Source: an optimization exercise on an open RTL-to-GDS flow (aim: a short achievable clock period and few clock cycles). Production flows keep margins and buffers that such runs may drop. Only simulation tests tie the RTL to the original design; equivalence was not proved. Power and IR drop assume default switching activity.

===== flow/config.mk =====
export PLATFORM = sky130hd
export DESIGN_NAME = cacheTop
export DESIGN_NICKNAME = cacheTop
export VERILOG_FILES = /design/flow/design.v
export SDC_FILE = /design/flow/constraint.sdc
export NUM_CORES = 4
export LEC_CHECK = 0
export CAP_MARGIN = 20
export CORE_MARGIN = 2
export CORE_UTILIZATION = 45
export PLACE_DENSITY = 0.6
export SETUP_SLACK_MARGIN = 4.0
export SLEW_MARGIN = 20
export TNS_END_PERCENT = 100

===== flow/run.sh =====
#!/bin/bash
# synth_recipe.tcl (not shown) runs the flow's synth.tcl, then flattens the netlist and writes it again
# the make line also repeats each setting of config.mk as NAME=value (left out here)
make -C /OpenROAD-flow-scripts/flow DESIGN_CONFIG=/design/flow/config.mk WORK_HOME=/design/flow/orfs CLKGATE_MAP_FILE= SYNTH_SCRIPT=/design/flow/synth_recipe.tcl finish

===== flow/constraint.sdc =====
create_clock -name core_clock -period 7.0 [get_ports {clk}]
set_input_delay 1.4000 -clock core_clock [delete_from_list [all_inputs] [get_ports {clk}]]
set_output_delay 1.4000 -clock core_clock [all_outputs]
set_load 0.01 [all_outputs]

===== flow/design.v =====
package cachePkg;
	localparam int lineCount = 64;
	localparam int indexWidth = 6;
	localparam int tagWidth = 7;
	localparam int adrWidth = 13;  
	localparam int laneCount = 8;
	localparam int dataWidth = 64;
endpackage
import cachePkg::*;
module busControl
(
	input  logic                  clk,
	input  logic                  reset,
	input  logic                  cyc,
	input  logic                  stb,
	input  logic                  we,
	output logic [dataWidth-1:0]  datOut,
	output logic                  ack,
	output logic                  err,
	input  logic                  hit,
	input  logic [dataWidth-1:0]  lineData,
	output logic                  writeEn,
	output logic                  heldHit
);
	logic request;
	logic second;  
	assign request = cyc && stb;
	always_ff @(posedge clk)
	begin
		if (reset)
			second <= 1'b0;
		else
			second <= request && !we && !second;
	end
	always_ff @(posedge clk)
	begin
		heldHit <= hit;
		datOut <= lineData;
	end
	assign writeEn = request && we && !reset;
	assign ack = request && (we || (second && heldHit));
	assign err = request && !we && second && !heldHit;
endmodule
import cachePkg::*;
module tagStore
(
	input  logic                  clk,
	input  logic                  reset,
	input  logic [lineCount-1:0]  lineSel,
	input  logic [tagWidth-1:0]   reqTag,
	input  logic                  tagWrite,
	output logic                  hit
);
	logic [lineCount-1:0][tagWidth-1:0] tags;
	logic [lineCount-1:0] valid;
	logic [lineCount-1:0] match;
	always_ff @(posedge clk)
	begin
		if (reset)
			valid <= '0;
		else if (tagWrite)
			valid <= valid | lineSel;
	end
	for (genvar line = 0; line < lineCount; line++)
	begin : lineGen
		always_ff @(posedge clk)
		begin
			if (tagWrite && lineSel[line])
				tags[line] <= reqTag;
		end
	end
	always_comb
	begin
		for (int line = 0; line < lineCount; line++)
			match[line] = valid[line] && (tags[line] == reqTag);
	end
	assign hit = |(match & lineSel);
endmodule
import cachePkg::*;
module dataStore
(
	input  logic                  clk,
	input  logic                  reset,
	input  logic [indexWidth-1:0] reqIndex,
	input  logic [lineCount-1:0]  lineSel,
	input  logic                  writeEn,
	input  logic                  heldHit,  
	input  logic [laneCount-1:0]  sel,
	input  logic [dataWidth-1:0]  writeData,
	output logic [dataWidth-1:0]  lineData
);
	localparam int laneWidth = dataWidth / laneCount;
	logic [lineCount-1:0][dataWidth-1:0] lines;
	logic [lineCount-1:0][laneCount-1:0] laneValid;
	logic                  pendValid;
	logic [indexWidth-1:0] pendIndex;
	logic [laneCount-1:0]  pendSel;
	logic [dataWidth-1:0]  readLanes;
	logic [laneCount-1:0]  readValid;
	logic [laneCount-1:0]  laneMask;
	for (genvar line = 0; line < lineCount; line++)
	begin : lineGen
		for (genvar lane = 0; lane < laneCount; lane++)
		begin : laneGen
			always_ff @(posedge clk)
			begin
				if (writeEn && lineSel[line] && sel[lane])
					lines[line][lane*laneWidth +: laneWidth] <= writeData[lane*laneWidth +: laneWidth];
			end
		end
	end
	always_ff @(posedge clk)
	begin
		if (reset)
			pendValid <= 1'b0;
		else
			pendValid <= writeEn;
		if (writeEn)
		begin
			pendIndex <= reqIndex;
			pendSel <= sel;
		end
	end
	for (genvar line = 0; line < lineCount; line++)
	begin : validGen
		always_ff @(posedge clk)
		begin
			if (pendValid && pendIndex == line)
				laneValid[line] <= pendSel | (heldHit ? laneValid[line] : '0);
		end
	end
	always_comb
	begin
		readLanes = '0;
		readValid = '0;
		for (int line = 0; line < lineCount; line++)
		begin
			readLanes |= lines[line] & {dataWidth{lineSel[line]}};
			readValid |= laneValid[line] & {laneCount{lineSel[line]}};
		end
	end
	assign laneMask = (pendValid && pendIndex == reqIndex) ?
		(pendSel | (heldHit ? readValid : '0)) : readValid;
	always_comb
	begin
		for (int lane = 0; lane < laneCount; lane++)
			lineData[lane*laneWidth +: laneWidth] = readLanes[lane*laneWidth +: laneWidth] & {laneWidth{laneMask[lane]}};
	end
endmodule
import cachePkg::*;
module cacheTop
(
	input  logic                 clk,
	input  logic                 reset,
	input  logic                 cyc,
	input  logic                 stb,
	input  logic                 we,
	input  logic [adrWidth-1:0]  adr,
	input  logic [laneCount-1:0] sel,
	input  logic [dataWidth-1:0] datIn,
	output logic [dataWidth-1:0] datOut,
	output logic                 ack,
	output logic                 err
);
	logic writeEn;
	logic hit;
	logic heldHit;
	logic [dataWidth-1:0] lineData;
	logic [lineCount-1:0] lineSel;
	always_comb
	begin
		for (int line = 0; line < lineCount; line++)
			lineSel[line] = (adr[indexWidth-1:0] == line);
	end
	busControl control
	(
		.clk      (clk),
		.reset    (reset),
		.cyc      (cyc),
		.stb      (stb),
		.we       (we),
		.datOut   (datOut),
		.lineData (lineData),
		.ack      (ack),
		.err      (err),
		.hit      (hit),
		.writeEn  (writeEn),
		.heldHit  (heldHit)
	);
	tagStore tags
	(
		.clk      (clk),
		.reset    (reset),
		.lineSel  (lineSel),
		.reqTag   (adr[adrWidth-1:indexWidth]),
		.tagWrite (writeEn),
		.hit      (hit)
	);
	dataStore data
	(
		.clk       (clk),
		.lineSel   (lineSel),
		.writeEn   (writeEn),
		.reset     (reset),
		.reqIndex  (adr[indexWidth-1:0]),
		.heldHit   (heldHit),
		.sel       (sel),
		.writeData (datIn),
		.lineData  (lineData)
	);
endmodule

==> flow_metrics.tcl, run 1 <==
set metrics [dict create \
    portBuffers 155 \
    start_kind "input port" \
    initial_core_util 0.4518 \
    worstPathRequired_ps 7970 \
    async_flop_share 0 \
    place_hpwl_mm 501.8 \
    drt_iter0_markers 28050 \
    via_per_inst 7.182 \
    grt_pass1_wl_mm 1147 \
    wire_per_inst_um 45.70 \
    multi_input_area_um2 45920 \
    nFillCells 34490 \
    synth_common_cells "edfxtp_1, a22oi_1, clkbuf_1" \
    ios 156 \
    critPathArrivalTime_ps 4440 \
    cts-buffers-inserted 537 \
    grt_start_max_net_pins 237 \
    grt_antenna_before_repair 68 \
    power.density_nw_per_um2 277.8 \
    grt_pass1_vias 127800 \
    ys_seq_area_frac 0.7759 \
    hold_viol 0 \
    fin_nets 13020 \
    synth_top_area_share 0.7628 \
    drv_cap 0 \
    drcViolationCount 0 \
    switching_share 0.2252 \
    rsz0062_at_grt "true" \
    avgSynthCellArea_um2 16.27 \
    syn-num-nets 12360 \
    finalMaxSlewViolations 0 \
    drive_gt1_frac 0.2182 \
    status "finished clean" \
    grt_overflow_total 0 \
    clock_skew_ps 63.85 \
    die-area_um2 448900 \
    peakVddDrop_uv 276.0 \
    placedInstanceArea_um2 211700 \
    p_leak_uw 0.07843 \
    pwr-share-clk 0.436 \
    clkLatencyLatePin_ps 1130 \
    drtAntennaViolNets 0 \
    p_sw_uw 14930 \
    cts_tree "built" \
    yosys_warnings 4 \
    register_area_um2 155100 \
    fin_cells 19320 \
    yosys.cell_types.count 72 \
    p_int_uw 51370 \
    slew_headroom 0.1124 \
    yosysMostFrequentCell "edfxtp_1" \
    syn_to_final_growth_pct 19.59 \
    num_rows 244 \
    p_total_uw 66300 \
    htree_levels 6 \
    setup_viol 0 \
    clockBufferDepth 4 \
    track_usage 0.3761 \
    worstSetupPathType "in -> reg" \
    coreArea_um2 441800 \
    pwr-share-seq 0.518 \
    final_core_utilization 0.5403 \
    fin_crit_sh 0.4958 \
    finalWirelength_mm 882.8 \
    gp_congestion 0.9979 \
    clk_pin_slew_worst_paths_ps 60 \
    route.vias.total 138700 \
    synth_cells 12270 \
    synth_area_leader_cell "edfxtp_1" \
    period_minus_slack_ps 3470 \
    hold_buffers 0 \
    die_w_um 670.0 \
    tightest_slew_ps 1330 \
    synthFlopType "edfxtp_1" \
    final_area_um2 238700 \
    drt-pass1-iter-count 9 \
    cts-root-buf "clkbuf_16" \
    synth_edf_count 5070 \
    crit_path_end_kind "flop" \
    die_h_um 670.0 \
    numClockSinks 5201 \
    dp.cells 17840 \
    pwr-share-comb 0.046 \
    hp-class "reg -> reg" \
    synthTopCellsByArea "edfxtp_1, a22oi_1, xnor2_1, a21o_1, and3_1" \
    tns_ps 0 \
    cp_max_fo 9 \
    netlist_area_um2 199600 \
    ys_seq_elements 5201 \
    max_freq_mhz 288.1 \
]
## kinds of logic (layout without fill, tap and decap cells)
| group | after synthesis | in the layout | synth area share |
|---|---|---|---|
| muxes | 190 | 190 | 0.009874 |
| DFF | 5201 | 5201 | 0.7759 |
| xor gates and xnor gates | 454 | 454 | 0.01992 |
| buffers and inverters | 1011 | 2099 | 0.02091 |
| AOI/OAI and AO/OA | 2681 | 2681 | 0.1001 |
| other | 0 | 49 | 0 |
| and+or+nand+nor | 2732 | 2740 | 0.07328 |
## worst max-delay path, stage by stage
cell     delay [ps]
buf_16          180
and4b_4         330
buf_12          180
nand3_2          50
nand4_1         530
nor4_4          570
nand4_1         280
a22oi_2         490
buf_6           280
a31oi_1          60
## stage by stage
step           setup slack, ps  hold slack (ps)
3_5_place_dp              1187            453.7
2_1_floorplan             3745            420.5
4_1_cts                   3583            473.8
3_3_place_gp              1236            434.6
6_report                  3530            474.7
5_1_grt                   3525            490.4
## routing by layer
metal / vias up / share of wire / GRT usage
li1: 50970 / - / -
met1: 69760 / 0.33 / 0.4751
met2: 14650 / 0.42 / 0.5377
met3: 3322 / 0.17 / 0.1465
met4: 44 / 0.083 / 0.2493
met5: - / 0.00035 / 0
## repair_timing
action                     in CTS  in global routing
pin swaps                     126                108
resized for setup             920                265
hold endpoints to repair        0                  0
cloned                         50                 20
setup buffers                 286                 97
setup endpoints to repair    4694                739
## cell type report
type	instances	share of cell area
timing repair buffer	1057	0.05258
inverter	67	0.001106
sequential	5201	0.6497
antenna	49	0.0005137
multi-input combinational	6065	0.1924
clock buffer	724	0.06164
clock inverter	251	0.01110
tap	5904	0.03095
## power by group through the flow
stage	Clock, uW	Sequential [uW]	Combinational [uW]
floorplan	0	34900	937
global placement	0	35000	2360
detailed placement	0	35000	2400
CTS	28700	34400	2760
global route	29900	34300	3010
finish	28900	34400	3040
## flip-flops by register name, indices dropped and copies added (netlist names)
name and count:
data.pendIndex 6, tags.valid 64, data.lines 4096, data.pendValid 1, control.datOut 64, data.pendSel 8, tags.tags 448, control.second 1
data.laneValid 512, control.heldHit 1
## path summary, 6_finish.rpt
path / from / endpoint / slack [ps] / depth (start not counted)
worst min-delay path: tags.valid[2]$_SDFFE_PP0P_ / tags.valid[2]$_SDFFE_PP0P_ / 470 / 2
worst max register to register: data.pendValid$_SDFF_PP0_ / data.laneValid[497]$_DFFE_PP_ / 4020 / 3
worst min register to register: tags.valid[2]$_SDFFE_PP0P_ / tags.valid[2]$_SDFFE_PP0P_ / 470 / 2
worst max-delay path: adr[2] / control.datOut[18]$_DFF_P_ / 3530 / 10
## placed cells by master (no fill, tap or decap), drive strengths merged, types with 146 or more instances in the layout
master / synthesis / routed
a22oi: 1662 / 1662
buf: 365 / 1014
nand3: 524 / 524
xnor2: 444 / 444
nor4: 146 / 146
edfxtp: 5070 / 5070
clkbuf: 579 / 751
clkinv: 0 / 177
a21o: 512 / 512
nand4: 469 / 469
nor3: 213 / 213
nand2: 453 / 454
nor2: 283 / 283
and3: 539 / 539
Testbench counts, summed over its fixed seeds: cycles 18,001.
==> run 2: changes to the inputs <==
--- a/flow/design.v
+++ b/flow/design.v
@@ -23,14 +23,17 @@
 	output logic                  heldHit
 );
 	logic request;
-	logic second;  
+	logic lookup;      
+	logic second;      
+	logic secondHit;   
+	logic secondMiss;  
 	assign request = cyc && stb;
-	always_ff @(posedge clk)
-	begin
-		if (reset)
-			second <= 1'b0;
-		else
-			second <= request && !we && !second;
+	assign lookup = request && !we && !second && !reset;
+	always_ff @(posedge clk)
+	begin
+		second <= lookup;
+		secondHit <= lookup && hit;
+		secondMiss <= lookup && !hit;
 	end
 	always_ff @(posedge clk)
 	begin
@@ -38,8 +41,8 @@
 		datOut <= lineData;
 	end
 	assign writeEn = request && we && !reset;
-	assign ack = request && (we || (second && heldHit));
-	assign err = request && !we && second && !heldHit;
+	assign ack = request && (we || secondHit);
+	assign err = request && secondMiss;
 endmodule
 import cachePkg::*;
 module tagStore
--- a/flow/config.mk
+++ b/flow/config.mk
@@ -11,4 +11,4 @@
 export PLACE_DENSITY = 0.6
 export SETUP_SLACK_MARGIN = 4.0
 export SLEW_MARGIN = 20
-export TNS_END_PERCENT = 100
+export TNS_END_PERCENT = 10
==> flow_metrics.tcl, run 2 <==
set metrics [dict create \
    status "finished clean" \
    drcViolationCount 0 \
    start_kind "input port" \
    period_minus_slack_ps 3325 \
    htree_levels 6 \
    tightest_slew_ps 1283 \
    die_w_um 667.9 \
    netlist_area_um2 198300 \
    ys_seq_area_frac 0.7811 \
    rr_endpoint "data.laneValid[300]$_DFFE_PP_" \
    synth_top_area_share 0.7677 \
    finalMaxSlewViolations 0 \
    yosys_warnings 4 \
    syn_to_final_growth_pct 17.06 \
    grt_overflow_total 0 \
    hold_viol 0 \
    cts-buffers-inserted 540 \
    ios 156 \
    cts-root-buf "clkbuf_16" \
    synthFlopType "edfxtp_1" \
    synthTopCellsByArea "edfxtp_1, a22oi_1, xnor2_1, a21o_1, nand2_1" \
    yosysMostFrequentCell "edfxtp_1" \
    worstReg2RegStart "data.pendValid$_SDFF_PP0_" \
    p_total_uw 65090 \
    via_per_inst 6.983 \
    power.density_nw_per_um2 280.4 \
    r2r_cells 3 \
    drt-pass1-iter-count 9 \
    grt_pass1_wl_mm 1091 \
    drive_gt1_frac 0.1778 \
    largest_register_ffs 4096 \
    top_register "data.lines" \
    r2r_slack_ps 4140 \
    worstSetupPathType "in -> reg" \
    clkLatencyLatePin_ps 1090 \
    slew_headroom 0.1450 \
    syn-num-nets 12360 \
    yosys.cell_types.count 45 \
    max_freq_mhz 300.8 \
    die-area_um2 446100 \
    crit_end "control.datOut[40]$_DFF_P_" \
    placedInstanceArea_um2 208700 \
    worstPathRequired_ps 7960 \
    wl_met2_mm 347.0 \
    place_hpwl_mm 468.8 \
    routed.top_layer "met5" \
    crit_chain "buf_16, buf_4, nor4b_4, buf_4, buf_8, and2_4, buf_12, buf_12, a22oi_1, nand4_1, nor4_4, nand4_1, nor2b_1" \
    synth_common_cells "edfxtp_1, a22oi_1, nand2_1" \
    rsz0062_at_grt "true" \
    drt_iter0_markers 27170 \
    ys_seq_elements 5203 \
    final_area_um2 232200 \
    crit_path_end_kind "flop" \
    peakVddDrop_uv 277.8 \
    synth_edf_count 5070 \
    fin_nets 13000 \
    critPathArrivalTime_ps 4290 \
    avgSynthCellArea_um2 16.16 \
    synth_cells 12270 \
    clock_skew_ps 47.02 \
    p_leak_uw 0.07974 \
    cts_tree "built" \
    portBuffers 155 \
    wire_per_inst_um 42.84 \
    fin_crit_sh 0.4750 \
    final_common_cell "edfxtp_1" \
    met1_length_mm 276.7 \
    cp_max_fo 24 \
    grt_start_max_net_pins 197 \
    route.vias.total 134700 \
    num_rows 243 \
    hp-class "reg -> reg" \
    wl_met3_mm 135.4 \
    gp_congestion 0.9818 \
    initial_core_util 0.4524 \
    reg.largest.list "data.lines x4096, data.laneValid x512, tags.tags x448" \
    numClockSinks 5203 \
    grt_antenna_before_repair 79 \
    coreArea_um2 438400 \
    clockBufferDepth 4 \
    slowest_delay_ps 500 \
    nFillCells 34910 \
    tns_ps 0 \
    layout_common_cells "edfxtp_1, a22oi_1, nand2_1" \
    drv_cap 0 \
    grt_pass1_vias 125200 \
    slowest_stage "nor4_4" \
    async_flop_share 0 \
    worstSetupStartpoint "adr[2]" \
    setup_viol 0 \
    synth_area_leader_cell "edfxtp_1" \
    clk_pin_slew_worst_paths_ps 60 \
    track_usage 0.3585 \
    drtAntennaViolNets 0 \
    finalWirelength_mm 826.2 \
    die_h_um 667.9 \
]
run 2: how the worst min path moves through the flow:
stage	from	end	cells after the start
floorplan	control.second$_DFF_P_	control.second$_DFF_P_	1
global placement	control.second$_DFF_P_	control.second$_DFF_P_	1
detailed placement	control.second$_DFF_P_	control.second$_DFF_P_	1
CTS	control.second$_DFF_P_	control.second$_DFF_P_	1
global route	control.second$_DFF_P_	control.second$_DFF_P_	1
finish	control.second$_DFF_P_	control.second$_DFF_P_	1
run 2: cells by family after synthesis:
kind of cell / count (synthesis) / share of synthesized area
AO/OA/AOI/OAI: 2669 / 0.1021
XOR/XNOR: 454 / 0.02005
multiplexers: 26 / 0.001451
buffers and inverters: 1010 / 0.01954
AND/OR/NAND/NOR: 2909 / 0.07579
flip-flops: 5203 / 0.7811
run 2: critical path: cells and delay by family:
family          cells  cell delay, ps
compound gates      1             420
simple gates        6            1430
buf+inv             6             990
run 2: repair_timing:
| item | 4_1_cts | 5_1_grt |
|---|---|---|
| setup endpoints to repair | 4727 | 1944 |
| gates resized for setup | 666 | 338 |
| pin swaps | 88 | 50 |
| setup buffers | 252 | 59 |
| gates cloned | 59 | 13 |
| hold buffers | 0 | 0 |
run 2: metal layers:
| metal | global-route usage | vias up |
|---|---|---|
| met5 | 0 | - |
| li1 | - | 50460 |
| met1 | 0.4594 | 67630 |
| met3 | 0.1340 | 3034 |
| met2 | 0.5149 | 13500 |
| met4 | 0.2250 | 48 |
run 2: through the flow:
| step | cells | worst slack [ps] | utilization | hold WS, ps |
|---|---|---|---|---|
| 2_1_floorplan | 12270 | 3397 | - | 389.3 |
| 3_3_place_gp | 17860 | 835.4 | 0.4758 | 399.9 |
| 3_5_place_dp | 17870 | 833.2 | 0.4760 | 407.2 |
| 4_1_cts | 19150 | 3742 | 0.5259 | 414.1 |
| 5_1_grt | 19230 | 3723 | 0.5292 | 437.0 |
| 6_report | 19290 | 3675 | 0.5295 | 413.3 |
run 2: area by class of cell:
cell class                 instances  area, um^2  area share
tap                             5880        7357     0.03169
clock buffer                     701       14520     0.06256
multi-input combinational       6114       42300      0.1822
timing repair buffer             986       10120     0.04357
antenna                           63       157.7   0.0006790
clock inverter                   274        2382     0.01026
inverter                          66       274.0    0.001180
sequential                      5203      155100      0.6679
run 2: power by group:
part / total, uW / internal, uW / switching [uW]
Sequential: 34300 / 34200 / 120
Clock: 28200 / 15800 / 12400
Combinational: 2540 / 719 / 1820
Total: 65100 / 50700 / 14400
Testbench counts of run 2, summed over its fixed seeds: cycles 18,001.
==> run 3: changes to the inputs <==
--- a/flow/design.v
+++ b/flow/design.v
@@ -49,6 +49,7 @@
 (
 	input  logic                  clk,
 	input  logic                  reset,
+	input  logic [indexWidth-1:0] reqIndex,
 	input  logic [lineCount-1:0]  lineSel,
 	input  logic [tagWidth-1:0]   reqTag,
 	input  logic                  tagWrite,
@@ -77,7 +78,7 @@
 		for (int line = 0; line < lineCount; line++)
 			match[line] = valid[line] && (tags[line] == reqTag);
 	end
-	assign hit = |(match & lineSel);
+	assign hit = match[reqIndex];
 endmodule
 import cachePkg::*;
 module dataStore
@@ -132,16 +133,8 @@
 				laneValid[line] <= pendSel | (heldHit ? laneValid[line] : '0);
 		end
 	end
-	always_comb
-	begin
-		readLanes = '0;
-		readValid = '0;
-		for (int line = 0; line < lineCount; line++)
-		begin
-			readLanes |= lines[line] & {dataWidth{lineSel[line]}};
-			readValid |= laneValid[line] & {laneCount{lineSel[line]}};
-		end
-	end
+	assign readLanes = lines[reqIndex];
+	assign readValid = laneValid[reqIndex];
 	assign laneMask = (pendValid && pendIndex == reqIndex) ?
 		(pendSel | (heldHit ? readValid : '0)) : readValid;
 	always_comb
@@ -194,6 +187,7 @@
 	(
 		.clk      (clk),
 		.reset    (reset),
+		.reqIndex (adr[indexWidth-1:0]),
 		.lineSel  (lineSel),
 		.reqTag   (adr[adrWidth-1:indexWidth]),
 		.tagWrite (writeEn),
==> flow_metrics.tcl, run 3 <==
set metrics [dict create \
    nFillCells 34680 \
    grt_antenna_before_repair 82 \
    hold_buffers 0 \
    drt-pass1-iter-count 7 \
    hold_viol 0 \
    synth_cells 9433 \
    status "finished clean" \
    drt_iter0_markers 15530 \
    register_area_um2 154900 \
    route.vias.total 102700 \
    p_leak_uw 0.07789 \
    die_w_um 680.1 \
    syn-num-nets 9523 \
    setup_viol 0 \
    grt_pass1_wl_mm 791.6 \
    synth_edf_count 5070 \
    coreArea_um2 455800 \
    yosysMostFrequentCell "edfxtp_1" \
    layout_common_cells "edfxtp_1, mux4_2, clkbuf_16" \
    max_freq_mhz 304.4 \
    p_total_uw 66260 \
    worstPathRequired_ps 7670 \
    drive_gt1_frac 0.3005 \
    peakVddDrop_uv 255.1 \
    multi_input_area_um2 49410 \
    die-area_um2 462500 \
    critPathBufInv 3 \
    ys_seq_elements 5203 \
    cts_tree "built" \
    cp_max_fo 41 \
    clkLatencyLatePin_ps 1050 \
    reg.largest.list "data.lines x4096, data.laneValid x512, tags.tags x448" \
    tns_ps 0 \
    yosys_warnings 4 \
    tightest_slew_ps 1174 \
    gp_congestion 0.8159 \
    slowest_stage "and2_1" \
    grt_overflow_total 0 \
    yosys.cell_types.count 47 \
    ios 156 \
    final_common_cell "edfxtp_1" \
    via_per_inst 6.161 \
    crit_chain "buf_12, nor2b_4, buf_4, nand2_1, nor2_4, buf_4, and2_1" \
    slew_headroom 0.2176 \
    path_delay_family "simple AND/OR/NAND/NOR gates" \
    crit_path_end_kind "flop" \
    ys_seq_area_frac 0.7532 \
    hp-class "reg -> reg" \
    start_kind "input port" \
    place_hpwl_mm 330.9 \
    drv_cap 0 \
    finalMaxSlewViolations 0 \
    worstSetupPathType "in -> reg" \
    cts-root-buf "clkbuf_16" \
    synth_area_leader_cell "edfxtp_1" \
    syn_to_final_growth_pct 16.57 \
    synth_top_area_share 0.7402 \
    grt_start_max_net_pins 259 \
    rsz0062_at_grt "true" \
    clk_pin_slew_worst_paths_ps 60 \
    fin_crit_sh 0.4693 \
    portBuffers 155 \
    num_rows 248 \
    wire_per_inst_um 35.16 \
    critical_path_depth 7 \
    period_minus_slack_ps 3285 \
    slowest_delay_ps 510 \
    clock_skew_ps 43.00 \
    grt_pass1_vias 100400 \
    synthTopCellsByArea "edfxtp_1, mux4_2, a21o_1, and2_1, dfxtp_1" \
    numClockSinks 5203 \
    r2r_cells 7 \
    top_register "data.lines" \
    power.density_nw_per_um2 276.3 \
    fin_nets 10230 \
    cts-buffers-inserted 546 \
    die_h_um 680.1 \
    crit_path_frequent_cell "buf_4" \
    drtAntennaViolNets 0 \
    initial_core_util 0.4512 \
    htree_levels 6 \
    largest_register_ffs 4096 \
    track_usage 0.2423 \
    async_flop_share 0 \
    finalWirelength_mm 586.2 \
    clockBufferDepth 4 \
    avgSynthCellArea_um2 21.80 \
    synthFlopType "edfxtp_1" \
    holdPathStages 1 \
    netlist_area_um2 205700 \
    synth_common_cells "edfxtp_1, mux4_2, and2_1" \
    drcViolationCount 0 \
    critPathArrivalTime_ps 3950 \
]
run 3: report_power, final:
group	internal (uW)	switching (uW)
clock network	15900	12200
registers	34200	83.0
logic	1680	2230
total	51800	14500
run 3: per-stage QoR:
stage                     utilization  hold WS (ps)  std cells  instance area [um^2]  setup WS, ps
after global routing           0.5256         474.9      16590                239600          3792
after CTS                      0.5167         463.5      16370                235500          3647
after floorplan                     -         387.5       9433                207100          3258
final                          0.5260         452.9      16670                239800          3715
after global placement         0.4718         441.4      15250                215100          1421
after detailed placement       0.4719         449.0      15250                215100          1329
run 3: path summary, 6_finish.rpt:
kind	start	end	slack, ps
max	adr[3]	data.lines[1783]$_DFFE_PP_	3720
min	control.second$_DFF_P_	control.second$_DFF_P_	450
max reg2reg	data.laneValid[413]$_DFFE_PP_	control.datOut[43]$_DFF_P_	4330
min reg2reg	control.second$_DFF_P_	control.second$_DFF_P_	450
run 3: area by class of cell:
| class | count | share of cell area |
|---|---|---|
| Tap cell | 6000 | 0.03131 |
| Antenna cell | 91 | 0.0009497 |
| Clock buffer | 679 | 0.06033 |
| Sequential cell | 5203 | 0.6462 |
| Inverter | 2 | 0.00003131 |
| Clock inverter | 312 | 0.01112 |
| Multi-Input combinational cell | 3639 | 0.2061 |
| Timing Repair Buffer | 747 | 0.04402 |
run 3: cells by family (layout without fill, tap and decap cells):
kind of cell,count (synthesis),after routing,synth area share
AOI/OAI and AO/OA,544,544,0.02008
xor gates and xnor gates,454,454,0.01933
buffers and inverters,591,1740,0.01186
DFF,5203,5203,0.7532
muxes,1520,1520,0.1655
other,0,91,0
and+or+nand+nor,1121,1121,0.03011
run 3: metal layers:
metal	routed length [um]	part of all wire	GRT usage
met5	96	0.00016	0
met4	17490	0.030	0.07753
met3	56140	0.096	0.04358
met2	277900	0.47	0.3771
met1	234600	0.40	0.3503
run 3: worst register-to-register path, stage by stage (launching register included):
cell and delay, ps:
edfxtp_1 380, mux4_2 550, mux4_2 540, mux2i_2 180, nor2_2 90, a211oi_4 340, buf_12 230, nor2b_4 230
run 3: what timing repair did:
action / CTS / global route
cloned: 63 / 72
endpoints found under the setup margin: 4741 / 2401
buffers inserted: 66 / 139
gates resized for setup: 289 / 235
pin swaps: 17 / 13
Testbench counts of run 3, summed over its fixed seeds: cycles 18,001.
==> run 4: changes to the inputs <==
--- a/flow/config.mk
+++ b/flow/config.mk
@@ -11,4 +11,4 @@
 export PLACE_DENSITY = 0.6
 export SETUP_SLACK_MARGIN = 4.0
 export SLEW_MARGIN = 20
-export TNS_END_PERCENT = 10
+export TNS_END_PERCENT = 100
==> flow_metrics.tcl, run 4 <==
set metrics [dict create \
    met3_usage 0.04190 \
    setup_viol 0 \
    synth_top_family_by_area "multiplexers" \
    syn-num-nets 9523 \
    slowest_stage "mux4_2" \
    crit_path_frequent_cell "buf_16" \
    grt_start_max_net_pins 209 \
    clk_pin_slew_worst_paths_ps 60 \
    portBuffers 155 \
    finalWirelength_mm 566.5 \
    tns_ps 0 \
    ios 156 \
    holdPathStages 1 \
    hp-class "reg -> reg" \
    route.vias.total 99980 \
    numClockSinks 5203 \
    grt_pass1_vias 100500 \
    groute.layer.met1.usage 0.3385 \
    nFillCells 34700 \
    netlist_area_um2 205700 \
    cts-root-buf "clkbuf_16" \
    layout_common_cells "edfxtp_1, mux4_2, clkbuf_16" \
    die_h_um 680.1 \
    period_minus_slack_ps 3355 \
    synth_common_cells "edfxtp_1, mux4_2, and2_1" \
    synth_edf_count 5070 \
    hold_viol 0 \
    largest_register_ffs 4096 \
    start_kind "input port" \
    track_usage 0.2422 \
    die-area_um2 462500 \
    synth_compound_area_frac 0.02008 \
    drcViolationCount 0 \
    register_area_um2 155100 \
    slowest_delay_ps 540 \
    synth_cells 9433 \
    syn_to_final_growth_pct 16.26 \
    fin_ws_ps 3645 \
    r2r_cells 10 \
    clkLatencyLatePin_ps 1050 \
    reg.largest.list "data.lines x4096, data.laneValid x512, tags.tags x448" \
    slew_headroom 0.2462 \
    yosys_warnings 4 \
    synth_xor_area_frac 0.01933 \
    num_rows 248 \
    yosys.cell_types.count 47 \
    dp_slack_ps 1492 \
    grt_antenna_before_repair 66 \
    top_register "data.lines" \
    synthSimpleGateAreaFrac 0.03011 \
    cp_max_fo 6 \
    synthFlopType "edfxtp_1" \
    peakVddDrop_uv 296.6 \
    drt-pass1-iter-count 6 \
    async_flop_share 0 \
    drtAntennaViolNets 0 \
    gp_congestion 0.7975 \
    synth_top_area_share 0.7402 \
    worstPathRequired_ps 7920 \
    multi_input_area_um2 50140 \
    htree_levels 6 \
    clockBufferDepth 4 \
    crit_path_end_kind "flop" \
    wire_per_inst_um 34.26 \
    path_delay_family "multiplexers" \
    drv_cap 0 \
    initial_core_util 0.4512 \
    status "finished clean" \
    tightest_slew_ps 1131 \
    fin_crit_sh 0.4793 \
    yosysMostFrequentCell "edfxtp_1" \
    drt_iter0_markers 12940 \
    critPathArrivalTime_ps 4270 \
    grt_overflow_total 0 \
    synth_mux_area_frac 0.1655 \
    p_leak_uw 0.07733 \
    worstSetupPathType "in -> reg" \
    final_area_um2 239100 \
    final_common_cell "edfxtp_1" \
    synthAdderAreaFrac 0 \
    rsz0062_at_grt "true" \
    fin_nets 10130 \
    drive_gt1_frac 0.3308 \
    coreArea_um2 455800 \
    ys_seq_area_frac 0.7532 \
    power.density_nw_per_um2 277.9 \
    avgSynthCellArea_um2 21.80 \
    finalMaxSlewViolations 0 \
    via_per_inst 6.046 \
    crit_chain "buf_16, buf_6, buf_8, buf_16, buf_12, buf_16, buf_12, buf_12, buf_16, mux4_2, mux4_2, mux4_2, nor2b_1" \
    top_usage_layer "met2" \
    met2_usage 0.3943 \
    place_hpwl_mm 326.4 \
    cts-buffers-inserted 550 \
    max_freq_mhz 298.0 \
    die_w_um 680.1 \
    grt_pass1_wl_mm 790.7 \
    placedInstanceArea_um2 216000 \
    clock_skew_ps 42.03 \
    synth_area_leader_cell "edfxtp_1" \
    synthTopCellsByArea "edfxtp_1, mux4_2, a21o_1, and2_1, dfxtp_1" \
    critical_path_depth 13 \
    cts_tree "built" \
    critPathBufInv 9 \
    ys_seq_elements 5203 \
]
## run 4: cell counts after synthesis
Identical to the previous run, type by type.
## run 4: final cells by class
type                            count  share of cell area
Timing Repair Buffer              644             0.03683
Clock inverter                    260             0.01062
Sequential cell                  5203              0.6487
Clock buffer                      731             0.06212
Tap cell                         6000             0.03139
Inverter                            2          0.00003139
Antenna cell                       56           0.0005860
Multi-Input combinational cell   3639              0.2097
## run 4: worst paths after layout
path / from / to / slack, ps
worst max-delay path: adr[0] / control.datOut[43]$_DFF_P_ / 3640
worst min-delay path: control.second$_DFF_P_ / control.second$_DFF_P_ / 470
worst max register to register: data.pendIndex[0]$_DFFE_PP_ / control.datOut[53]$_DFF_P_ / 4250
worst min register to register: control.second$_DFF_P_ / control.second$_DFF_P_ / 470
## run 4: routing by layer
layer / vias to the layer above / wire [um] / share of wire
li1: 40400 / - / -
met1: 54250 / 225700 / 0.40
met2: 4575 / 278400 / 0.49
met3: 745 / 46530 / 0.082
met4: 8 / 15800 / 0.028
met5: - / 49 / 0.000087
## run 4: what timing repair did
item | 4_1_cts | 5_1_grt
endpoints found under the setup margin | 4626 | 510
setup buffers | 103 | 20
pin swaps | 45 | 11
gates cloned | 76 | 14
hold buffers | 0 | 0
endpoints found under the hold margin | 0 | 0
resized for setup | 788 | 132
## run 4: worst register-to-register path: cells and delay by family (launching register included)
kind	cells	cell delay [ps]
flip-flops	1	520
XOR/XNOR	1	220
buffers and inverters	3	560
AO/OA/AOI/OAI	2	650
AND/OR/NAND/NOR	4	730
## run 4: logic make-up after synthesis
| kind of cell | after synthesis |
|---|---|
| XOR/XNOR | 454 |
| AO/OA/AOI/OAI | 544 |
| multiplexers | 1520 |
| buffers and inverters | 591 |
| flip-flops | 5203 |
| AND/OR/NAND/NOR | 1121 |
## run 4: power breakdown
part | internal (uW) | total (uW) | leakage, uW | switching, uW
combinational | 1610 | 3760 | 0.0222 | 2150
sequential | 34200 | 34400 | 0.0467 | 122
clock | 16200 | 28300 | 0.00845 | 12100
## run 4: metrics by stage
stage / hold slack, ps / std cells / utilization / total power, uW
global placement: 444.0 / 15270 / 0.4737 / 38300
floorplan: 387.5 / 9433 / - / 36920
CTS: 469.2 / 16450 / 0.5221 / 66810
detailed placement: 457.6 / 15280 / 0.4738 / 38360
global route: 484.6 / 16480 / 0.5243 / 68200
finish: 467.1 / 16540 / 0.5246 / 66440
==> run 5: changes to the inputs <==
--- a/flow/config.mk
+++ b/flow/config.mk
@@ -7,8 +7,8 @@
 export LEC_CHECK = 0
 export CAP_MARGIN = 20
 export CORE_MARGIN = 2
-export CORE_UTILIZATION = 45
-export PLACE_DENSITY = 0.6
+export CORE_UTILIZATION = 40
+export PLACE_DENSITY = 0.55
 export SETUP_SLACK_MARGIN = 4.0
 export SLEW_MARGIN = 20
 export TNS_END_PERCENT = 100
==> flow_metrics.tcl, run 5 <==
set metrics [dict create \
    period_minus_slack_ps 3400 \
    peakVddDrop_uv 248.0 \
    cts_tree "built" \
    synth_cells 9433 \
    fin_ws_ps 3600 \
    top_register "data.lines" \
    synth_edf_count 5070 \
    path_delay_family "multiplexers" \
    worstSetupPathType "in -> reg" \
    via_per_inst 5.789 \
    cp_max_fo 8 \
    groute.layer.met1.usage 0.3125 \
    numClockSinks 5203 \
    async_flop_share 0 \
    route.vias.total 100400 \
    layout_common_cells "edfxtp_1, mux4_2, clkbuf_16" \
    slowest_delay_ps 790 \
    tns_ps 0 \
    clkLatencyLatePin_ps 1060 \
    top_usage_layer "met2" \
    die_w_um 721.1 \
    pwr-share-clk 0.425 \
    place_hpwl_mm 339.1 \
    met3_usage 0.03646 \
    hold_viol 0 \
    yosysMostFrequentCell "edfxtp_1" \
    hold_buffers 0 \
    fin_cells 17350 \
    slew_headroom 0.2518 \
    tightest_slew_ps 1122 \
    nFillCells 41810 \
    synthFlopType "edfxtp_1" \
    synth_top_area_share 0.7402 \
    grt_antenna_before_repair 55 \
    gp_congestion 0.8086 \
    num_rows 263 \
    finalMaxSlewViolations 0 \
    finalWirelength_mm 591.3 \
    syn-num-nets 9523 \
    die_h_um 721.1 \
    ys_seq_area_frac 0.7532 \
    fin_nets 10180 \
    drt_iter0_markers 12320 \
    slowest_stage "a211oi_4" \
    portBuffers 155 \
    yosys_warnings 4 \
    wire_per_inst_um 34.09 \
    reg.largest.list "data.lines x4096, data.laneValid x512, tags.tags x448" \
    drt-pass1-iter-count 6 \
    power.density_nw_per_um2 276.2 \
    ys_seq_elements 5203 \
    switching_share 0.2189 \
    status "finished clean" \
    crit_chain "buf_16, buf_12, buf_16, mux4_2, mux4_2, mux2i_4, nor2_2, a211oi_4, buf_6, nor2b_1" \
    synth_area_leader_cell "edfxtp_1" \
    cts-root-buf "clkbuf_16" \
    hp-class "reg -> reg" \
    fin_crit_sh 0.4857 \
    dp.cells 16020 \
    final_common_cell "edfxtp_1" \
    htree_levels 6 \
    setup_viol 0 \
    pwr-share-comb 0.057 \
    p_leak_uw 0.07745 \
    largest_register_ffs 4096 \
    initial_core_util 0.4012 \
    grt_overflow_total 0 \
    die-area_um2 519900 \
    p_int_uw 51850 \
    drv_cap 0 \
    drtAntennaViolNets 0 \
    synth_common_cells "edfxtp_1, mux4_2, and2_1" \
    drcViolationCount 0 \
    grt_start_max_net_pins 244 \
    final_core_utilization 0.4688 \
    syn_to_final_growth_pct 16.86 \
    grt_pass1_vias 100900 \
    met2_usage 0.3577 \
    rsz0062_at_grt "true" \
    clockBufferDepth 4 \
    cts-buffers-inserted 558 \
    grt_pass1_wl_mm 812.3 \
    track_usage 0.2219 \
    p_sw_uw 14530 \
    critPathBufInv 4 \
    drive_gt1_frac 0.3331 \
    critPathArrivalTime_ps 4340 \
    avgSynthCellArea_um2 21.80 \
    coreArea_um2 512700 \
    synthTopCellsByArea "edfxtp_1, mux4_2, a21o_1, and2_1, dfxtp_1" \
    max_freq_mhz 294.1 \
    dp_slack_ps 1460 \
    netlist_area_um2 205700 \
    crit_path_end_kind "flop" \
    clock_skew_ps 54.87 \
    worstPathRequired_ps 7940 \
    yosys.cell_types.count 47 \
    holdWs_ps 468.8 \
    ios 156 \
    pwr-share-seq 0.517 \
    clk_pin_slew_worst_paths_ps 60 \
    start_kind "input port" \
]
==> run 5: per-layer routing <==
metal	up-vias	routed length (um)
li1	40530	-
met1	54860	244000
met2	4255	286400
met3	768	45000
met4	2	15860
met5	-	14
==> run 5: final cells by class <==
class,instances,area [um^2],area share
Sequential cell,5203,155100,0.6454
Multi-Input combinational cell,3639,50000,0.2080
Clock buffer,701,14700,0.06114
Timing Repair Buffer,681,9331,0.03882
Tap cell,6757,8454,0.03517
Clock inverter,295,2576,0.01072
Antenna cell,68,170.2,0.0007079
Inverter,2,7.507,0.00003123
==> run 5: path summary, 6_finish.rpt <==
path	startpoint	end	slack [ps]	cells after the start
worst max-delay path	adr[0]	control.datOut[52]$_DFF_P_	3600	10
worst min-delay path	tags.valid[53]$_SDFFE_PP0P_	tags.valid[53]$_SDFFE_PP0P_	470	2
worst max register to register	data.laneValid[94]$_DFFE_PP_	control.datOut[52]$_DFF_P_	3990	7
worst min register to register	tags.valid[53]$_SDFFE_PP0P_	tags.valid[53]$_SDFFE_PP0P_	470	2
==> run 5: stage by stage <==
step           power, uW  area, um^2
6_report           66380      240400
3_3_place_gp       38300      216800
2_1_floorplan      36920      208800
5_1_grt            68170      240200
4_1_cts            66820      239100
3_5_place_dp       38360      216900
==> run 5: cells by family after synthesis <==
family | share of synthesized area
compound gates | 0.02008
flops | 0.7532
mux | 0.1655
simple gates | 0.03011
buf+inv | 0.01186
xor+xnor | 0.01933
==> run 5: what timing repair did <==
action	in CTS	in global routing
gates resized for setup	772	125
cloned	71	13
pin swaps	35	12
buffers inserted	134	47
endpoints found under the setup margin	4740	1077
==> run 5: worst reg2reg max path: stages (launching register included) <==
cell	delay, ps
edfxtp_1	410
mux4_2	510
mux4_2	540
mux2i_4	240
nor2_2	80
a211oi_4	790
buf_6	270
nor2b_1	70
==> run 5: power by group through the flow <==
stage	Combinational (uW)	Clock, uW	Sequential [uW]
floorplan	1980	0	34900
global placement	3310	0	35000
detailed placement	3370	0	35000
CTS	3780	28700	34400
global route	3980	29900	34300
finish	3810	28200	34300
==> run 6: changes to the inputs <==
--- a/flow/design.v
+++ b/flow/design.v
@@ -5,6 +5,7 @@
 	localparam int adrWidth = 13;  
 	localparam int laneCount = 8;
 	localparam int dataWidth = 64;
+	localparam int laneWidth = dataWidth / laneCount;
 endpackage
 import cachePkg::*;
 module busControl
@@ -19,6 +20,7 @@
 	output logic                  err,
 	input  logic                  hit,
 	input  logic [dataWidth-1:0]  lineData,
+	input  logic [laneCount-1:0]  laneMask,
 	output logic                  writeEn,
 	output logic                  heldHit
 );
@@ -27,6 +29,8 @@
 	logic second;      
 	logic secondHit;   
 	logic secondMiss;  
+	logic [dataWidth-1:0] heldData;
+	logic [laneCount-1:0] heldMask;
 	assign request = cyc && stb;
 	assign lookup = request && !we && !second && !reset;
 	always_ff @(posedge clk)
@@ -38,7 +42,13 @@
 	always_ff @(posedge clk)
 	begin
 		heldHit <= hit;
-		datOut <= lineData;
+		heldData <= lineData;
+		heldMask <= laneMask;
+	end
+	always_comb
+	begin
+		for (int lane = 0; lane < laneCount; lane++)
+			datOut[lane*laneWidth +: laneWidth] = heldData[lane*laneWidth +: laneWidth] & {laneWidth{heldMask[lane]}};
 	end
 	assign writeEn = request && we && !reset;
 	assign ack = request && (we || secondHit);
@@ -49,7 +59,6 @@
 (
 	input  logic                  clk,
 	input  logic                  reset,
-	input  logic [indexWidth-1:0] reqIndex,
 	input  logic [lineCount-1:0]  lineSel,
 	input  logic [tagWidth-1:0]   reqTag,
 	input  logic                  tagWrite,
@@ -78,7 +87,7 @@
 		for (int line = 0; line < lineCount; line++)
 			match[line] = valid[line] && (tags[line] == reqTag);
 	end
-	assign hit = match[reqIndex];
+	assign hit = |(match & lineSel);
 endmodule
 import cachePkg::*;
 module dataStore
@@ -91,17 +100,15 @@
 	input  logic                  heldHit,  
 	input  logic [laneCount-1:0]  sel,
 	input  logic [dataWidth-1:0]  writeData,
-	output logic [dataWidth-1:0]  lineData
-);
-	localparam int laneWidth = dataWidth / laneCount;
+	output logic [dataWidth-1:0]  lineData,  
+	output logic [laneCount-1:0]  laneMask   
+);
 	logic [lineCount-1:0][dataWidth-1:0] lines;
 	logic [lineCount-1:0][laneCount-1:0] laneValid;
 	logic                  pendValid;
 	logic [indexWidth-1:0] pendIndex;
 	logic [laneCount-1:0]  pendSel;
-	logic [dataWidth-1:0]  readLanes;
 	logic [laneCount-1:0]  readValid;
-	logic [laneCount-1:0]  laneMask;
 	for (genvar line = 0; line < lineCount; line++)
 	begin : lineGen
 		for (genvar lane = 0; lane < laneCount; lane++)
@@ -133,15 +140,18 @@
 				laneValid[line] <= pendSel | (heldHit ? laneValid[line] : '0);
 		end
 	end
-	assign readLanes = lines[reqIndex];
-	assign readValid = laneValid[reqIndex];
+	always_comb
+	begin
+		lineData = '0;
+		readValid = '0;
+		for (int line = 0; line < lineCount; line++)
+		begin
+			lineData |= lines[line] & {dataWidth{lineSel[line]}};
+			readValid |= laneValid[line] & {laneCount{lineSel[line]}};
+		end
+	end
 	assign laneMask = (pendValid && pendIndex == reqIndex) ?
 		(pendSel | (heldHit ? readValid : '0)) : readValid;
-	always_comb
-	begin
-		for (int lane = 0; lane < laneCount; lane++)
-			lineData[lane*laneWidth +: laneWidth] = readLanes[lane*laneWidth +: laneWidth] & {laneWidth{laneMask[lane]}};
-	end
 endmodule
 import cachePkg::*;
 module cacheTop
@@ -162,6 +172,7 @@
 	logic hit;
 	logic heldHit;
 	logic [dataWidth-1:0] lineData;
+	logic [laneCount-1:0] laneMask;
 	logic [lineCount-1:0] lineSel;
 	always_comb
 	begin
@@ -177,6 +188,7 @@
 		.we       (we),
 		.datOut   (datOut),
 		.lineData (lineData),
+		.laneMask (laneMask),
 		.ack      (ack),
 		.err      (err),
 		.hit      (hit),
@@ -187,7 +199,6 @@
 	(
 		.clk      (clk),
 		.reset    (reset),
-		.reqIndex (adr[indexWidth-1:0]),
 		.lineSel  (lineSel),
 		.reqTag   (adr[adrWidth-1:indexWidth]),
 		.tagWrite (writeEn),
@@ -203,6 +214,7 @@
 		.heldHit   (heldHit),
 		.sel       (sel),
 		.writeData (datIn),
-		.lineData  (lineData)
+		.lineData  (lineData),
+		.laneMask  (laneMask)
 	);
 endmodule
--- a/flow/config.mk
+++ b/flow/config.mk
@@ -7,8 +7,8 @@
 export LEC_CHECK = 0
 export CAP_MARGIN = 20
 export CORE_MARGIN = 2
-export CORE_UTILIZATION = 40
-export PLACE_DENSITY = 0.55
+export CORE_UTILIZATION = 60
+export PLACE_DENSITY = 0.72
 export SETUP_SLACK_MARGIN = 4.0
 export SLEW_MARGIN = 20
-export TNS_END_PERCENT = 100
+export TNS_END_PERCENT = 10
==> flow_metrics.tcl, run 6 <==
set metrics [dict create \
    grt_antenna_before_repair 37 \
    peakVddDrop_uv 306.7 \
    num_rows 211 \
    cts-buffers-inserted 525 \
    track_usage 0.4373 \
    start_kind "input port" \
    holdPathStages 1 \
    ys_seq_area_frac 0.7824 \
    die-area_um2 334900 \
    crit_path_end_kind "flop" \
    portBuffers 155 \
    numClockSinks 5211 \
    setup_viol 0 \
    syn-num-nets 12010 \
    placedInstanceArea_um2 206700 \
    place_hpwl_mm 427.7 \
    critPathBufInv 2 \
    grt_pass1_vias 123800 \
    dp_slack_ps 1030 \
    r2r_slack_ps 3820 \
    avgSynthCellArea_um2 16.62 \
    grt_overflow_total 0 \
    hold_buffers 0 \
    period_minus_slack_ps 3435 \
    drt-pass1-iter-count 11 \
    power.density_nw_per_um2 283.1 \
    slowest_stage "nor3_1" \
    clockBufferDepth 4 \
    clock_skew_ps 61.64 \
    gp_congestion 1.007 \
    synth_common_cells "edfxtp_1, a22oi_1, nand2_1" \
    slew_headroom 0.1077 \
    wire_per_inst_um 42.98 \
    finalWirelength_mm 739.9 \
    holdWs_ps 429.7 \
    cp_max_fo 34 \
    hp-class "reg -> reg" \
    drtAntennaViolNets 0 \
    top_register "data.lines" \
    ys_seq_elements 5211 \
    fin_crit_sh 0.4907 \
    initial_core_util 0.6016 \
    fin_ws_ps 3565 \
    cts_tree "built" \
    yosysMostFrequentCell "edfxtp_1" \
    drv_cap 0 \
    clk_pin_slew_worst_paths_ps 60 \
    ios 156 \
    final_area_um2 226800 \
    clkLatencyLatePin_ps 1080 \
    async_flop_share 0 \
    via_per_inst 7.583 \
    htree_levels 6 \
    cts-root-buf "clkbuf_16" \
    hold_viol 0 \
    tns_ps 0 \
    netlist_area_um2 198200 \
    die_w_um 578.7 \
    worstSetupPathType "in -> reg" \
    critical_path_depth 9 \
    yosys.cell_types.count 45 \
    synthFlopType "edfxtp_1" \
    grt_pass1_wl_mm 1001 \
    rsz0062_at_grt "true" \
    crit_chain "buf_6, nand4bb_4, nor2_4, buf_12, a22oi_1, nand2_1, nor3_1, nand4_1, a22o_1" \
    drt_iter0_markers 27120 \
    die_h_um 578.7 \
    synth_edf_count 5070 \
    syn_to_final_growth_pct 14.42 \
    finalMaxSlewViolations 0 \
    yosys_warnings 4 \
    grt_start_max_net_pins 220 \
    r2r_cells 2 \
    largest_register_ffs 4096 \
    max_freq_mhz 291.1 \
    drcViolationCount 0 \
    p_leak_uw 0.07660 \
    critPathArrivalTime_ps 4370 \
    reg.largest.list "data.lines x4096, data.laneValid x512, tags.tags x448" \
    layout_common_cells "edfxtp_1, a22oi_1, nand2_1" \
    status "finished clean" \
    route.vias.total 130600 \
    final_common_cell "edfxtp_1" \
    synth_area_leader_cell "edfxtp_1" \
    slowest_delay_ps 760 \
    path_delay_family "simple AND/OR/NAND/NOR gates" \
    fin_nets 12490 \
    drive_gt1_frac 0.1780 \
    tightest_slew_ps 1338 \
    coreArea_um2 329500 \
    synth_cells 11920 \
    synthTopCellsByArea "edfxtp_1, a22oi_1, xnor2_1, a21o_1, and3_1" \
    synth_top_area_share 0.7682 \
    worstPathRequired_ps 7940 \
]
[run 6: changes by cell type after synthesis, moves of 352 or more]
cell,before,now
a22oi_1,1,2304
mux4_2,1504,0
nand2_1,34,844
and3_1,2,513
and2_1,515,66
nand4_1,43,395
[run 6: power by group]
part / internal [uW] / switching [uW] / leakage, uW / total [uW]
Clock: 15500 / 12000 / 0.00804 / 27500
Combinational: 668 / 1580 / 0.0218 / 2250
Sequential: 34300 / 144 / 0.0467 / 34400
Total: 50400 / 13800 / 0.0766 / 64200
[run 6: through the flow]
stage / utilization / total power (uW) / cells
floorplan: - / 35770 / 11920
detailed placement: 0.6273 / 37010 / 16010
CTS: 0.6859 / 63760 / 17160
global placement: 0.6266 / 36960 / 16000
finish: 0.6883 / 64190 / 17220
global route: 0.6881 / 65180 / 17190
[run 6: final cells by class]
cell class / instances / area, um^2
Fill cell: 20830 / 102700
Sequential cell: 5211 / 155100
Clock buffer: 712 / 14370
Antenna cell: 33 / 82.58
Timing Repair inverter: 1 / 8.758
Multi-Input combinational cell: 5802 / 41290
Tap cell: 4366 / 5463
Clock inverter: 237 / 2105
Timing Repair Buffer: 787 / 8084
Inverter: 67 / 267.8
[run 6: layer usage]
layer / global-route usage / routed length (um)
met2: 0.6168 / 311800
met1: 0.5573 / 229800
met4: 0.3109 / 66510
met5: 0.004112 / 586
met3: 0.1688 / 131200
[run 6: cells by family (layout without fill, tap and decap cells)]
family / count (synthesis) / count (layout) / synth area share
xor+xnor: 454 / 454 / 0.02006
other cells: 0 / 33 / 0
buf+inv: 923 / 1804 / 0.02266
simple gates: 2446 / 2460 / 0.06585
flops: 5211 / 5211 / 0.7824
compound gates: 2888 / 2888 / 0.1090
[run 6: worst register-to-register path, delay by kind of cell (launching register included)]
kind             cells  cell delay [ps]
and+or+nand+nor      2             2280
DFF                  1              510
[run 6: path summary, 6_finish.rpt]
kind | end | start
hold / removal | control.second$_DFF_P_ | control.second$_DFF_P_
setup reg to reg | data.laneValid[263]$_DFFE_PP_ | data.pendIndex[4]$_DFFE_PP_
hold reg to reg | control.second$_DFF_P_ | control.second$_DFF_P_
setup / recovery | control.heldMask[4]$_DFF_P_ | adr[5]
[run 6: timing repair]
action | 4_1_cts | 5_1_grt
resized for setup | 392 | 204
setup buffers | 189 | 20
cloned | 15 | 0
setup endpoints to repair | 4445 | 1347
pin swaps | 64 | 33
Testbench counts of run 6, summed over its fixed seeds: cycles 18,001.

-- re-timing with driven ports --
Ports are ideal in the flow. The routed layouts listed here were re-timed in OpenROAD.
Step 1: set_driving_cell puts a clkbuf_16 on clk and a buf_2 on each other input, an assumption about the parent block.
Step 2 adds t to the input delays and takes it off the output delays; t is the mean of the earliest and latest rising clock arrival at the registers after step 1. Input paths then give back, and output paths get back, about the clock's delay inside the block.
Three values: ideal, step 1, step 2; two values: the first two.
run	t (ns)	slack for setup (ns)	worst data-port slew with drivers (ns)
run 1	1.205	3.530 / 3.037 / 1.832	0.75
run 2	1.185	3.675 / 3.571 / 2.386	0.29
run 3	1.151	3.715 / 3.402 / 2.251	0.62
run 4	1.140	3.645 / 3.236 / 2.095	0.67
run 5	1.157	3.600 / 3.256 / 2.099	0.56
run 6	1.186	3.565 / 3.451 / 2.473	0.19
After both steps every run listed still meets setup and hold. For run 1, which loses most, drivers alone change the setup slack by -0.493 ns; drivers and shift together by -1.698 ns.
